This design comes from an exercise in tuning for small area on the open sky130 flow, not from production work.
RTL that was checked went through simulation tests only; none was proved equivalent to the original.
No driver is modelled on the clock port, so clocking that relies on it looks cheaper here than on a real chip.
Power figures rest on the tool's default switching activity, not on a simulated workload.

== rev 12 ==
## secure_xfer_engine
module secure_xfer_engine (
    input  logic        clk,
    input  logic        rst,
    input  logic        wr_valid,
    input  logic [15:0] wr_key,
    input  logic [9:0]  wr_addr,
    input  logic [31:0] wr_data,
    output logic        wr_ready,
    output logic        mem_valid,
    output logic [31:0] mem_data,
    input  logic        mem_ready,
    input  logic        rd_valid,
    input  logic [15:0] rd_key,
    input  logic [9:0]  rd_addr,
    input  logic [31:0] rd_data,
    output logic        rd_ready,
    output logic        reg_valid,
    output logic [31:0] reg_data,
    input  logic        reg_ready,
    output logic        locked,
    output logic [1:0]  key_err,
    output logic [15:0] acc_cnt,
    output logic [15:0] rej_cnt
);
==> flow/config.mk <==
export PLATFORM = sky130hd
export DESIGN_NAME = secure_xfer_engine
export DESIGN_NICKNAME = secure_xfer_engine
export VERILOG_FILES = /design/flow/design.v
export SDC_FILE = /design/flow/constraint.sdc
export NUM_CORES = 4
export LEC_CHECK = 0
export ABC_AREA = 1
export CAP_MARGIN = 20
export CORE_MARGIN = 2
export CORE_UTILIZATION = 75
export PLACE_DENSITY = 0.85
export SLEW_MARGIN = 20
==> flow/constraint.sdc <==
create_clock -name core_clock -period 30.0 [get_ports {clk}]
set_input_delay 6.0000 -clock core_clock [delete_from_list [all_inputs] [get_ports {clk}]]
set_output_delay 6.0000 -clock core_clock [all_outputs]
set_load 0.01 [all_outputs]
standard.sh (not shown) runs the stock make flow with config.mk's settings and CLKGATE_MAP_FILE= SYNTH_SCRIPT=/design/flow/synth_recipe.tcl, a recipe that flattens the netlist after the stock synthesis.
==> flow/flow/run.sh <==
#!/bin/bash
# Layout flow: the standard layout (standard.sh) with these changes:
#  - Yosys synth runs without its early "abc -fast" (SYNTH_ARGS=-noabc), so
#    the full-adder extraction sees the adder logic as written;
#  - after synthesis, the logic other than full adders, flip-flops and
#    tie cells is mapped again with an area-oriented ABC script
#    (haprep.py marks the half adders to keep, reopt.tcl maps, fixconst.py
#    handles constant pins); registers keep their cells and names;
#  - the port buffers use the smallest buffer cell;
#  - CTS adds no dummy loads.
set -euo pipefail
export SYNTH_ARGS="-noabc"
export BUFFER_PORTS_ARGS="-buffer_cell sky130_fd_sc_hd__buf_1"
export CTS_ARGS="-sink_clustering_enable -repair_clock_nets -dont_use_dummy_load"

bash standard.sh synth > standard_synth.log 2>&1

RES=orfs/results/$FLOW_PLATFORM/secure_xfer_engine/base
PLAT=$FLOW_HOME/platforms/$FLOW_PLATFORM
YOSYS=${YOSYS_EXE:-$FLOW_HOME/../tools/install/yosys/bin/yosys}
cp $RES/1_2_yosys.v $RES/1_2_yosys.standard.v
export REOPT_LIB=$PLAT/lib/sky130_fd_sc_hd__tt_025C_1v80.lib
python3 flow/haprep.py $RES/1_2_yosys.standard.v $RES/1_2_yosys.haprep.v > haprep.log 2>&1
export REOPT_IN=$RES/1_2_yosys.haprep.v
export REOPT_OUT=$RES/1_2_yosys.reopt.v
export REOPT_TOP=$FLOW_TOP
export REOPT_ABC="+strash;&get,-n;&deepsyn,-T,30;&put;dch;amap;topo;dnsize"
export REOPT_DONT_USE=$(awk '/DONT_USE_CELLS \+=/{f=1} f{for(i=1;i<=NF;i++) if($i ~ /^sky130/) printf "-dont_use %s ", $i} f&&!/\\$/{f=0}' $PLAT/config.mk)
"$YOSYS" -c flow/reopt.tcl > reopt.log 2>&1
python3 flow/fixconst.py $REOPT_OUT $RES/1_2_yosys.v > fixconst.log 2>&1
rm -f $RES/1_synth.odb $RES/1_synth.sdc

bash standard.sh finish > standard_finish.log 2>&1
==> flow/flow/reopt.tcl <==
# Re-map the combinational logic of the standard synthesis netlist with an
# area-oriented ABC script. Full adders, flip-flops, tie cells and the half
# adders haprep.py marked (as ha_2) are kept as they are (same instances,
# same names); every other cell is expanded to its liberty function and
# mapped again.
yosys read_liberty -ignore_miss_func $::env(REOPT_LIB)
yosys read_verilog $::env(REOPT_IN)
yosys hierarchy -top $::env(REOPT_TOP)
yosys setattr -mod -set keep_hierarchy 1 sky130_fd_sc_hd__fa_* sky130_fd_sc_hd__ha_2 sky130_fd_sc_hd__df* sky130_fd_sc_hd__edf* sky130_fd_sc_hd__conb_1
yosys flatten
yosys opt_clean -purge
yosys abc -script $::env(REOPT_ABC) -liberty $::env(REOPT_LIB) {*}$::env(REOPT_DONT_USE) -D 30000 $::env(REOPT_TOP)
yosys opt_clean -purge
yosys select $::env(REOPT_TOP)
yosys rename -hide w:*.* w:*$*
yosys opt_clean -purge
yosys write_verilog -noattr -noexpr -selected $::env(REOPT_OUT)
Other scripts of this flow, unchanged in this note and not shown: flow/flow/fixconst.py, flow/flow/haprep.py
--- input diff rev 12..rev 13 ---
Settings: CAP_MARGIN now 0, was 20; SLEW_MARGIN now 0, was 20.
diff --git a/flow/flow/run.sh b/flow/flow/run.sh
--- a/flow/flow/run.sh
+++ b/flow/flow/run.sh
@@ -25,5 +25,5 @@
 export REOPT_OUT=$RES/1_2_yosys.reopt.v
 export REOPT_TOP=$FLOW_TOP
-export REOPT_ABC="+strash;&get,-n;&deepsyn,-T,30;&put;dch;amap;topo;dnsize"
+export REOPT_ABC="+strash;&get,-n;&deepsyn,-T,30;&put;dch,-f;amap;mfs3,-a;topo;dnsize"
 export REOPT_DONT_USE=$(awk '/DONT_USE_CELLS \+=/{f=1} f{for(i=1;i<=NF;i++) if($i ~ /^sky130/) printf "-dont_use %s ", $i} f&&!/\\$/{f=0}' $PLAT/config.mk)
 "$YOSYS" -c flow/reopt.tcl > reopt.log 2>&1
[summary]
In rev 13, the number of global-route vias before repair came out about 4% above the value in rev 12. Between rev 12 and rev 13, the final worst-path cycle share is lower for rev 13. Result for rev 12 and rev 13: all clean. Looking at die area, rev 13 sits 0.40% below rev 12. Between rev 12 and rev 13, the share of final layout cell area taken by non-clock buffers figures differ only marginally. Lower worst setup margin among rev 12 and rev 13: rev 12.

* * *

Another version of the RTL of secure_xfer_engine (not shown whole).
Size: about 2100 cells after synthesis, about 110 flip-flops, roughly 230 I/O pins, ~0.019 mm2 of cells after synthesis.
export LEC_CHECK = 0
export ABC_AREA = 1
export CAP_MARGIN = 20
export CORE_MARGIN = 2
export CORE_UTILIZATION = 85
export PLACE_DENSITY = 0.92
export SLEW_MARGIN = 20
create_clock -name core_clock -period 30.0 [get_ports {clk}]
==> flow/flow/run.sh <==
#!/bin/bash
# Standard layout, except: Yosys synth runs without its early "abc -fast"
# (so the full-adder extraction sees the logic as written), the port
# buffers use the smallest buffer cell, and CTS adds no dummy loads.
set -euo pipefail
export SYNTH_ARGS="-noabc"
export BUFFER_PORTS_ARGS="-buffer_cell sky130_fd_sc_hd__buf_1"
export CTS_ARGS="-sink_clustering_enable -repair_clock_nets -dont_use_dummy_load"
bash standard.sh finish > standard_finish.log 2>&1
Rerun with:
==> flow/flow/run.sh (replaced) <==
#!/bin/bash
# Standard layout, except: Yosys synth runs without its early "abc -fast"
# (so the full-adder extraction sees the logic as written), and the port
# buffers use the smallest buffer cell.
set -euo pipefail
export SYNTH_ARGS="-noabc"
export BUFFER_PORTS_ARGS="-buffer_cell sky130_fd_sc_hd__buf_1"
bash standard.sh finish > standard_finish.log 2>&1
CORE_UTILIZATION = 70   (was 85)
PLACE_DENSITY = 0.8   (was 0.92)
Maximum frequency grows by 1.3%; cell area grows by about 0.9%; global-route usage shrinks by 12 points; worst setup slack gets better by 290 ps; first-iteration DRC count shrinks by 29%; wire length shrinks by about 10%; hold slack barely changes; total power shrinks by about 0.9%.
Rerun with:
CORE_UTILIZATION = 85   (was 70)
PLACE_DENSITY = 0.92   (was 0.8)
Outcome: Cell area came out lower by about 0.6%; sequential power stays flat; clock-buffer cell count is unchanged.
No run of this note included a check of the RTL's function; only the layout flow was run.

* * *

secure_xfer_engine, a different RTL version from the one above (not shown whole).
Size: ~2200 cells after synthesis, ~230 I/O pins.
==> flow/design.v (excerpt) <==
module secure_xfer_engine (
    input  logic        clk,
    input  logic        rst,
    input  logic        wr_valid,
    input  logic [15:0] wr_key,
    input  logic [9:0]  wr_addr,
    input  logic [31:0] wr_data,
    output logic        wr_ready,
    output logic        mem_valid,
    output logic [31:0] mem_data,
    input  logic        mem_ready,
    input  logic        rd_valid,
    input  logic [15:0] rd_key,
    input  logic [9:0]  rd_addr,
    input  logic [31:0] rd_data,
    output logic        rd_ready,
    output logic        reg_valid,
    output logic [31:0] reg_data,
    input  logic        reg_ready,
    output logic        locked,
    output logic [1:0]  key_err,
    output logic [15:0] acc_cnt,
    output logic [15:0] rej_cnt
);
    logic [3:0] lk_cnt;
    logic wr_fire, rd_fire, wr_kok, rd_kok;
    logic wr_good, wr_bad, rd_good, rd_bad;
    logic wr_big, rd_big;
    logic [31:0] wr_xf, rd_q, rd_xf, rd_st;
    logic rd_fl;
    assign wr_ready = !locked && (!mem_valid || mem_ready);
    assign rd_ready = !locked && (!reg_valid || reg_ready);
    assign wr_kok  = (wr_key == 16'h0032);
    assign rd_kok  = (rd_key == 16'h0032);
    assign wr_fire = wr_valid && wr_ready;
    assign rd_fire = rd_valid && rd_ready;
    assign wr_good = wr_fire && wr_kok;
    assign wr_bad  = wr_fire && !wr_kok;
    assign rd_good = rd_fire && rd_kok;
    assign rd_bad  = rd_fire && !rd_kok;
    assign wr_big = (wr_addr > 10'd128);
    assign rd_big = (rd_addr > 10'd128);
    logic n1, was2, wac3, was4, wac5, was6, wac7, was8, wac9, was10, wac11, was12;
  ...
Settings: LEC_CHECK=0, ABC_AREA=1, CAP_MARGIN=20, CORE_MARGIN=2, CORE_UTILIZATION=70, PLACE_DENSITY=0.8, SLEW_MARGIN=20; clock period 30.0 ns.
==> flow/flow/run.sh <==
#!/bin/bash
# Standard layout, except: Yosys synth runs without its early "abc -fast"
# (so the full-adder extraction sees the logic as written), and the port
# buffers use the smallest buffer cell.
set -euo pipefail
export SYNTH_ARGS="-noabc"
export BUFFER_PORTS_ARGS="-buffer_cell sky130_fd_sc_hd__buf_1"
bash standard.sh finish > standard_finish.log 2>&1
The starting point finished clean.
Change:
==> flow/run.sh (new file) <==
#!/bin/bash
# synth_recipe.tcl (not shown) runs the flow's synth.tcl, then flattens the netlist and writes it again
# the make line also repeats each setting of config.mk as NAME=value (left out here)
make -C /OpenROAD-flow-scripts/flow DESIGN_CONFIG=/design/flow/config.mk WORK_HOME=/design/flow/orfs CLKGATE_MAP_FILE= SYNTH_SCRIPT=/design/flow/synth_recipe.tcl finish
- ABC_AREA: 1 -> default
- CORE_UTILIZATION: 70 -> 40
- PLACE_DENSITY: 0.8 -> default
removed: flow/flow/run.sh
removed: flow/standard.sh
Result: Setup slack improves by 0.35 ns. Routed wire length went up by 22%. Register-to-register slack improves by 0.17 ns. Final cell count went up by 31%. Critical path depth went up by 2. Count of clock-buffer cells in the layout does not change. Final area went up by 22%. Power went down by 3.3%. Clock power barely changes.
Change:
==> flow/flow/run.sh (new file) <==
#!/bin/bash
# Standard layout, except that the port buffers use the smallest buffer cell.
set -euo pipefail
export BUFFER_PORTS_ARGS="-buffer_cell sky130_fd_sc_hd__buf_1"
bash standard.sh finish > standard_finish.log 2>&1
==> flow/standard.sh (new file) <==
#!/bin/bash
# synth_recipe.tcl (not shown) runs the flow's synth.tcl, then flattens the netlist and writes it again
# the make line also repeats each setting of config.mk as NAME=value (left out here)
make -C /OpenROAD-flow-scripts/flow DESIGN_CONFIG=/design/flow/config.mk WORK_HOME=/design/flow/orfs CLKGATE_MAP_FILE= SYNTH_SCRIPT=/design/flow/synth_recipe.tcl "${@:-finish}"
- ABC_AREA: default -> 1
- CORE_UTILIZATION: 40 -> 70
- PLACE_DENSITY: default -> 0.8
removed: flow/run.sh
Sequential share of layout area goes up by 2.0 points.
Final cell count decreases by about a fifth.
Clock skew increases by 0.0038 ns.
Die area fell by well over a third.
Change:
==> flow/run.sh (new file) <==
#!/bin/bash
# synth_recipe.tcl (not shown) runs the flow's synth.tcl, then flattens the netlist and writes it again
# the make line also repeats each setting of config.mk as NAME=value (left out here)
make -C /OpenROAD-flow-scripts/flow DESIGN_CONFIG=/design/flow/config.mk WORK_HOME=/design/flow/orfs CLKGATE_MAP_FILE= SYNTH_SCRIPT=/design/flow/synth_recipe.tcl finish
removed: flow/flow/run.sh
removed: flow/standard.sh
- The changed run finished with timing, DRC and antenna clean
- clock skew stays flat
- total power came out higher by 3.4%
- design area is higher by about 6.6%
- worst hold slack hardly moves
- flip-flop and latch count does not change
- register-to-register slack got worse by 0.15 ns
- fmax fell by about 2.8%
- global-route usage increases by 2.0 points
- non-clock buffer count went up by 2

* * *

RTL: one of the versions met above, not the one the previous note started from.
For scale: roughly 1800 cells after synthesis, ~230 I/O pins, about 17000 sq um of cells after synthesis.
==> flow/config.mk <==
export PLATFORM = sky130hd
export DESIGN_NAME = secure_xfer_engine
export DESIGN_NICKNAME = secure_xfer_engine
export VERILOG_FILES = /design/flow/design.v
export SDC_FILE = /design/flow/constraint.sdc
export NUM_CORES = 4
export LEC_CHECK = 0
export ABC_AREA = 1
export CAP_MARGIN = 0
export CORE_MARGIN = 2
export CORE_UTILIZATION = 75
export PLACE_DENSITY = 0.85
export SLEW_MARGIN = 0
==> flow/constraint.sdc <==
create_clock -name core_clock -period 30.0 [get_ports {clk}]
set_input_delay 6.0000 -clock core_clock [delete_from_list [all_inputs] [get_ports {clk}]]
set_output_delay 6.0000 -clock core_clock [all_outputs]
set_load 0.01 [all_outputs]
==> flow/flow/run.sh <==
#!/bin/bash
# Layout flow: the standard layout (standard.sh) with these changes:
#  - Yosys synth runs without its early "abc -fast" (SYNTH_ARGS=-noabc), so
#    the full-adder extraction sees the adder logic as written;
#  - after synthesis, the logic other than full adders, flip-flops and
#    tie cells is mapped again with an area-oriented ABC script
#    (haprep.py marks the half adders to keep, reopt.tcl maps, fixconst.py
#    handles constant pins); registers keep their cells and names;
#  - the port buffers use the smallest buffer cell;
#  - CTS adds no dummy loads, and its buffers are then downsized where the
#    clock-pin slew allows (cts_downsize.tcl).
set -euo pipefail
export SYNTH_ARGS="-noabc"
export BUFFER_PORTS_ARGS="-buffer_cell sky130_fd_sc_hd__buf_1"
export CTS_ARGS="-sink_clustering_enable -repair_clock_nets -dont_use_dummy_load"
export POST_CTS_TCL=$PWD/flow/cts_downsize.tcl

bash standard.sh synth > standard_synth.log 2>&1

RES=orfs/results/$FLOW_PLATFORM/secure_xfer_engine/base
PLAT=$FLOW_HOME/platforms/$FLOW_PLATFORM
YOSYS=${YOSYS_EXE:-$FLOW_HOME/../tools/install/yosys/bin/yosys}
cp $RES/1_2_yosys.v $RES/1_2_yosys.standard.v
export REOPT_LIB=$PLAT/lib/sky130_fd_sc_hd__tt_025C_1v80.lib
python3 flow/haprep.py $RES/1_2_yosys.standard.v $RES/1_2_yosys.haprep.v > haprep.log 2>&1
export REOPT_IN=$RES/1_2_yosys.haprep.v
export REOPT_OUT=$RES/1_2_yosys.reopt.v
export REOPT_TOP=$FLOW_TOP
export REOPT_ABC="+strash;&get,-n;&deepsyn,-T,30;&put;dch,-f;amap;mfs3,-a;topo;dnsize"
export REOPT_DONT_USE=$(awk '/DONT_USE_CELLS \+=/{f=1} f{for(i=1;i<=NF;i++) if($i ~ /^sky130/) printf "-dont_use %s ", $i} f&&!/\\$/{f=0}' $PLAT/config.mk)
"$YOSYS" -c flow/reopt.tcl > reopt.log 2>&1
python3 flow/fixconst.py $REOPT_OUT $RES/1_2_yosys.v > fixconst.log 2>&1
rm -f $RES/1_synth.odb $RES/1_synth.sdc

bash standard.sh finish > standard_finish.log 2>&1
==> flow/flow/cts_downsize.tcl <==
proc my_worst_ck_slew {} {
  set w 0
  foreach p [get_pins -hierarchical */CLK] {
    set s [get_property $p slew_max]
    if {$s > $w} { set w $s }
  }
  return $w
}
estimate_parasitics -placement
puts "cts_downsize: worst clock-pin slew before [my_worst_ck_slew]"
foreach c [get_cells clkbuf*] {
  set keep [get_property [get_lib_cells -of $c] name]
  if {![string match "*clkbuf_16" $keep]} { continue }
  foreach m {sky130_fd_sc_hd__clkbuf_8 sky130_fd_sc_hd__clkbuf_4} {
    replace_cell $c $m
    estimate_parasitics -placement
    if {[my_worst_ck_slew] > 0.105} {
      replace_cell $c $keep
      estimate_parasitics -placement
      break
    }
    set keep $m
  }
  puts "cts_downsize: [get_name $c] -> $keep"
}
puts "cts_downsize: worst clock-pin slew after [my_worst_ck_slew]"
detailed_placement
check_placement -verbose
Scripts as last shown in full above: flow/flow/reopt.tcl
Other scripts of this flow, unchanged in this note and not shown: flow/flow/fixconst.py, flow/flow/haprep.py
Change:
--- a/flow/flow/run.sh
+++ b/flow/flow/run.sh
@@ -9,4 +9,3 @@
 #  - the port buffers use the smallest buffer cell;
-#  - CTS adds no dummy loads, and its buffers are then downsized where the
-#    clock-pin slew allows (cts_downsize.tcl).
+#  - CTS adds no dummy loads.
 set -euo pipefail
@@ -15,3 +14,2 @@
 export CTS_ARGS="-sink_clustering_enable -repair_clock_nets -dont_use_dummy_load"
-export POST_CTS_TCL=$PWD/flow/cts_downsize.tcl
 
CAP_MARGIN = 5   (was 0)
SLEW_MARGIN = 5   (was 0)
removed: flow/flow/cts_downsize.tcl
Outcome: Final area went up slightly. Power went up by a few percent. Clock power went up by about a fifth. Cell count barely changes. Routed wire length went up slightly. Via count stays flat. Die area stays the same. Global-route usage is about the same. Worst setup slack is better by 0.082 ns. Critical path depth is unchanged. Utilization went up by 0.37 points.
Change:
--- a/flow/flow/run.sh
+++ b/flow/flow/run.sh
@@ -9,3 +9,4 @@
 #  - the port buffers use the smallest buffer cell;
-#  - CTS adds no dummy loads.
+#  - CTS adds no dummy loads, and its buffers are then downsized where the
+#    clock-pin slew allows (cts_downsize.tcl).
 set -euo pipefail
@@ -14,2 +15,3 @@
 export CTS_ARGS="-sink_clustering_enable -repair_clock_nets -dont_use_dummy_load"
+export POST_CTS_TCL=$PWD/flow/cts_downsize.tcl
 
@@ -26,3 +28,3 @@
 export REOPT_TOP=$FLOW_TOP
-export REOPT_ABC="+strash;&get,-n;&deepsyn,-T,30;&put;dch,-f;amap;mfs3,-a;topo;dnsize"
+export REOPT_ABC="+strash;&get,-n;&deepsyn,-T,30;&put;dch,-f;amap;mfs3,-a;mfs3,-a;topo;dnsize"
 export REOPT_DONT_USE=$(awk '/DONT_USE_CELLS \+=/{f=1} f{for(i=1;i<=NF;i++) if($i ~ /^sky130/) printf "-dont_use %s ", $i} f&&!/\\$/{f=0}' $PLAT/config.mk)
==> flow/flow/cts_downsize.tcl (new file) <==
proc my_worst_ck_slew {} {
  set w 0
  foreach p [get_pins -hierarchical */CLK] {
    set s [get_property $p slew_max]
    if {$s > $w} { set w $s }
  }
  return $w
}
estimate_parasitics -placement
puts "cts_downsize: worst clock-pin slew before [my_worst_ck_slew]"
foreach c [get_cells clkbuf*] {
  set keep [get_property [get_lib_cells -of $c] name]
  if {![string match "*clkbuf_16" $keep]} { continue }
  foreach m {sky130_fd_sc_hd__clkbuf_8 sky130_fd_sc_hd__clkbuf_4} {
    replace_cell $c $m
    estimate_parasitics -placement
    if {[my_worst_ck_slew] > 0.105} {
      replace_cell $c $keep
      estimate_parasitics -placement
      break
    }
    set keep $m
  }
  puts "cts_downsize: [get_name $c] -> $keep"
}
puts "cts_downsize: worst clock-pin slew after [my_worst_ck_slew]"
detailed_placement
check_placement -verbose
CAP_MARGIN = 20   (was 5)
SLEW_MARGIN = 20   (was 5)
Wire length goes down by 1.4%.
Flip-flop and latch count stays the same.
Final area goes down by 0.65%.
Setup slack improves by 0.35 ns.
Hold slack degrades by 0.017 ns.
Non-clock buffer count goes down by 4.
Change:
--- a/flow/flow/run.sh
+++ b/flow/flow/run.sh
@@ -9,4 +9,3 @@
 #  - the port buffers use the smallest buffer cell;
-#  - CTS adds no dummy loads, and its buffers are then downsized where the
-#    clock-pin slew allows (cts_downsize.tcl).
+#  - CTS adds no dummy loads and uses large sink clusters.
 set -euo pipefail
@@ -14,4 +13,3 @@
 export BUFFER_PORTS_ARGS="-buffer_cell sky130_fd_sc_hd__buf_1"
-export CTS_ARGS="-sink_clustering_enable -repair_clock_nets -dont_use_dummy_load"
-export POST_CTS_TCL=$PWD/flow/cts_downsize.tcl
+export CTS_ARGS="-sink_clustering_enable -repair_clock_nets -dont_use_dummy_load -sink_clustering_size 40 -sink_clustering_max_diameter 300"
 
@@ -28,3 +26,3 @@
 export REOPT_TOP=$FLOW_TOP
-export REOPT_ABC="+strash;&get,-n;&deepsyn,-T,30;&put;dch,-f;amap;mfs3,-a;mfs3,-a;topo;dnsize"
+export REOPT_ABC="+strash;&get,-n;&deepsyn,-T,30;&put;dch;amap;topo;dnsize"
 export REOPT_DONT_USE=$(awk '/DONT_USE_CELLS \+=/{f=1} f{for(i=1;i<=NF;i++) if($i ~ /^sky130/) printf "-dont_use %s ", $i} f&&!/\\$/{f=0}' $PLAT/config.mk)
CAP_MARGIN = 5   (was 20)
SLEW_MARGIN = 5   (was 20)
removed: flow/flow/cts_downsize.tcl
The changed run completed with no timing, DRC or antenna violations.
Wire length is lower by 4.9%.
Utilization goes up by 0.57 points.
Via count decreases by 0.45%.
Sequential share of layout area goes down by 0.16 points.
Change:
--- a/flow/flow/run.sh
+++ b/flow/flow/run.sh
@@ -9,3 +9,3 @@
 #  - the port buffers use the smallest buffer cell;
-#  - CTS adds no dummy loads and uses large sink clusters.
+#  - CTS adds no dummy loads.
 set -euo pipefail
@@ -13,3 +13,3 @@
 export BUFFER_PORTS_ARGS="-buffer_cell sky130_fd_sc_hd__buf_1"
-export CTS_ARGS="-sink_clustering_enable -repair_clock_nets -dont_use_dummy_load -sink_clustering_size 40 -sink_clustering_max_diameter 300"
+export CTS_ARGS="-sink_clustering_enable -repair_clock_nets -dont_use_dummy_load"
 
CAP_MARGIN = 20   (was 5)
CORE_UTILIZATION = 80   (was 75)
PLACE_DENSITY = 0.88   (was 0.85)
SLEW_MARGIN = 20   (was 5)
What happened: The changed run produced a clean layout; critical path depth rose by 1; synthesized cell count does not change; area after synthesis does not change; non-clock buffer count grows by 5; die area went down by 6.1%; worst hold slack improves by 0.0053 ns; worst setup slack loses 0.59 ns; global-route usage went up by 4.9 points; via count increases by 5.7%.
Change:
--- a/flow/flow/run.sh
+++ b/flow/flow/run.sh
@@ -9,3 +9,4 @@
 #  - the port buffers use the smallest buffer cell;
-#  - CTS adds no dummy loads.
+#  - CTS adds no dummy loads, and its buffers are then downsized where the
+#    clock-pin slew allows (cts_downsize.tcl).
 set -euo pipefail
@@ -14,2 +15,3 @@
 export CTS_ARGS="-sink_clustering_enable -repair_clock_nets -dont_use_dummy_load"
+export POST_CTS_TCL=$PWD/flow/cts_downsize.tcl
 
@@ -26,3 +28,3 @@
 export REOPT_TOP=$FLOW_TOP
-export REOPT_ABC="+strash;&get,-n;&deepsyn,-T,30;&put;dch;amap;topo;dnsize"
+export REOPT_ABC="+strash;&get,-n;&deepsyn,-T,30;&put;dch,-f;amap;mfs3,-a;topo;dnsize"
 export REOPT_DONT_USE=$(awk '/DONT_USE_CELLS \+=/{f=1} f{for(i=1;i<=NF;i++) if($i ~ /^sky130/) printf "-dont_use %s ", $i} f&&!/\\$/{f=0}' $PLAT/config.mk)
==> flow/flow/cts_downsize.tcl (new file) <==
proc my_worst_ck_slew {} {
  set w 0
  foreach p [get_pins -hierarchical */CLK] {
    set s [get_property $p slew_max]
    if {$s > $w} { set w $s }
  }
  return $w
}
estimate_parasitics -placement
puts "cts_downsize: worst clock-pin slew before [my_worst_ck_slew]"
foreach c [get_cells clkbuf*] {
  set keep [get_property [get_lib_cells -of $c] name]
  if {![string match "*clkbuf_16" $keep]} { continue }
  foreach m {sky130_fd_sc_hd__clkbuf_8 sky130_fd_sc_hd__clkbuf_4 sky130_fd_sc_hd__clkbuf_2} {
    replace_cell $c $m
    estimate_parasitics -placement
    if {[my_worst_ck_slew] > 0.105} {
      replace_cell $c $keep
      estimate_parasitics -placement
      break
    }
    set keep $m
  }
  puts "cts_downsize: [get_name $c] -> $keep"
}
puts "cts_downsize: worst clock-pin slew after [my_worst_ck_slew]"
detailed_placement
check_placement -verbose
CAP_MARGIN = 0   (was 20)
CORE_UTILIZATION = 75   (was 80)
PLACE_DENSITY = 0.85   (was 0.88)
SLEW_MARGIN = 0   (was 20)
Critical path depth goes down by 7. Total power goes down by 5.7%. Synthesized area goes down by 0.41%. Final cell count goes down by 0.51%. Maximum frequency goes up by 3.0%.

static timing again, ports no longer ideal:
No port has a modelled driver above. Below, the same layouts with a new extraction and two added sets of constraints. Step 1: set_driving_cell puts a clkbuf_16 on clk and a buf_2 on each other input, an assumption about the parent block. Step 2 times the ports against the registers' clock, not the clock port: input delays grow and output delays shrink by t, the midpoint of the rising clock arrivals with the driver on. Three values: no drivers, after step 1, after step 2; two values: the first two.
run | t, ns | setup WS [ns] | pins driven straight from the clock port
rev 12 | 0.415 | 6.422 / 6.373 / 6.788 | 1
rev 13 | 0.403 | 6.736 / 6.686 / 7.089 | 1
the first run of note 2 | 0.390 | 8.123 / 8.140 / 7.750 | 1
the second run of note 2 | 0.402 | 8.414 / 8.435 / 8.033 | 1
the third run of note 2 | 0.400 | 8.153 / 8.109 / 7.779 | 1
the first run of note 3 | 0.400 | 8.073 / 8.083 / 7.683 | 1
the second run of note 3 | 0.413 | 8.428 / 8.382 / 8.740 | 1
the third run of note 3 | 0.396 | 8.044 / 7.999 / 8.395 | 1
the fourth run of note 3 | 0.405 | 7.421 / 7.374 / 7.779 | 1
the first run of note 4 | 0.548 | 6.542 / 6.497 / 7.044 | 1
the second run of note 4 | 0.404 | 6.624 / 6.575 / 6.979 | 1
the third run of note 4 | 0.550 | 6.975 / 6.930 / 7.480 | 1
the fourth run of note 4 | 0.411 | 6.428 / 6.378 / 6.789 | 1
the fifth run of note 4 | 0.402 | 5.836 / 5.791 / 6.193 | 1
the sixth run of note 4 | 0.548 | 6.542 / 6.497 / 7.044 | 1
After both steps setup and hold are still met in every run listed. For the first run of note 3, which loses most, drivers alone change the setup slack by +0.010 ns; drivers and shift together by -0.390 ns.
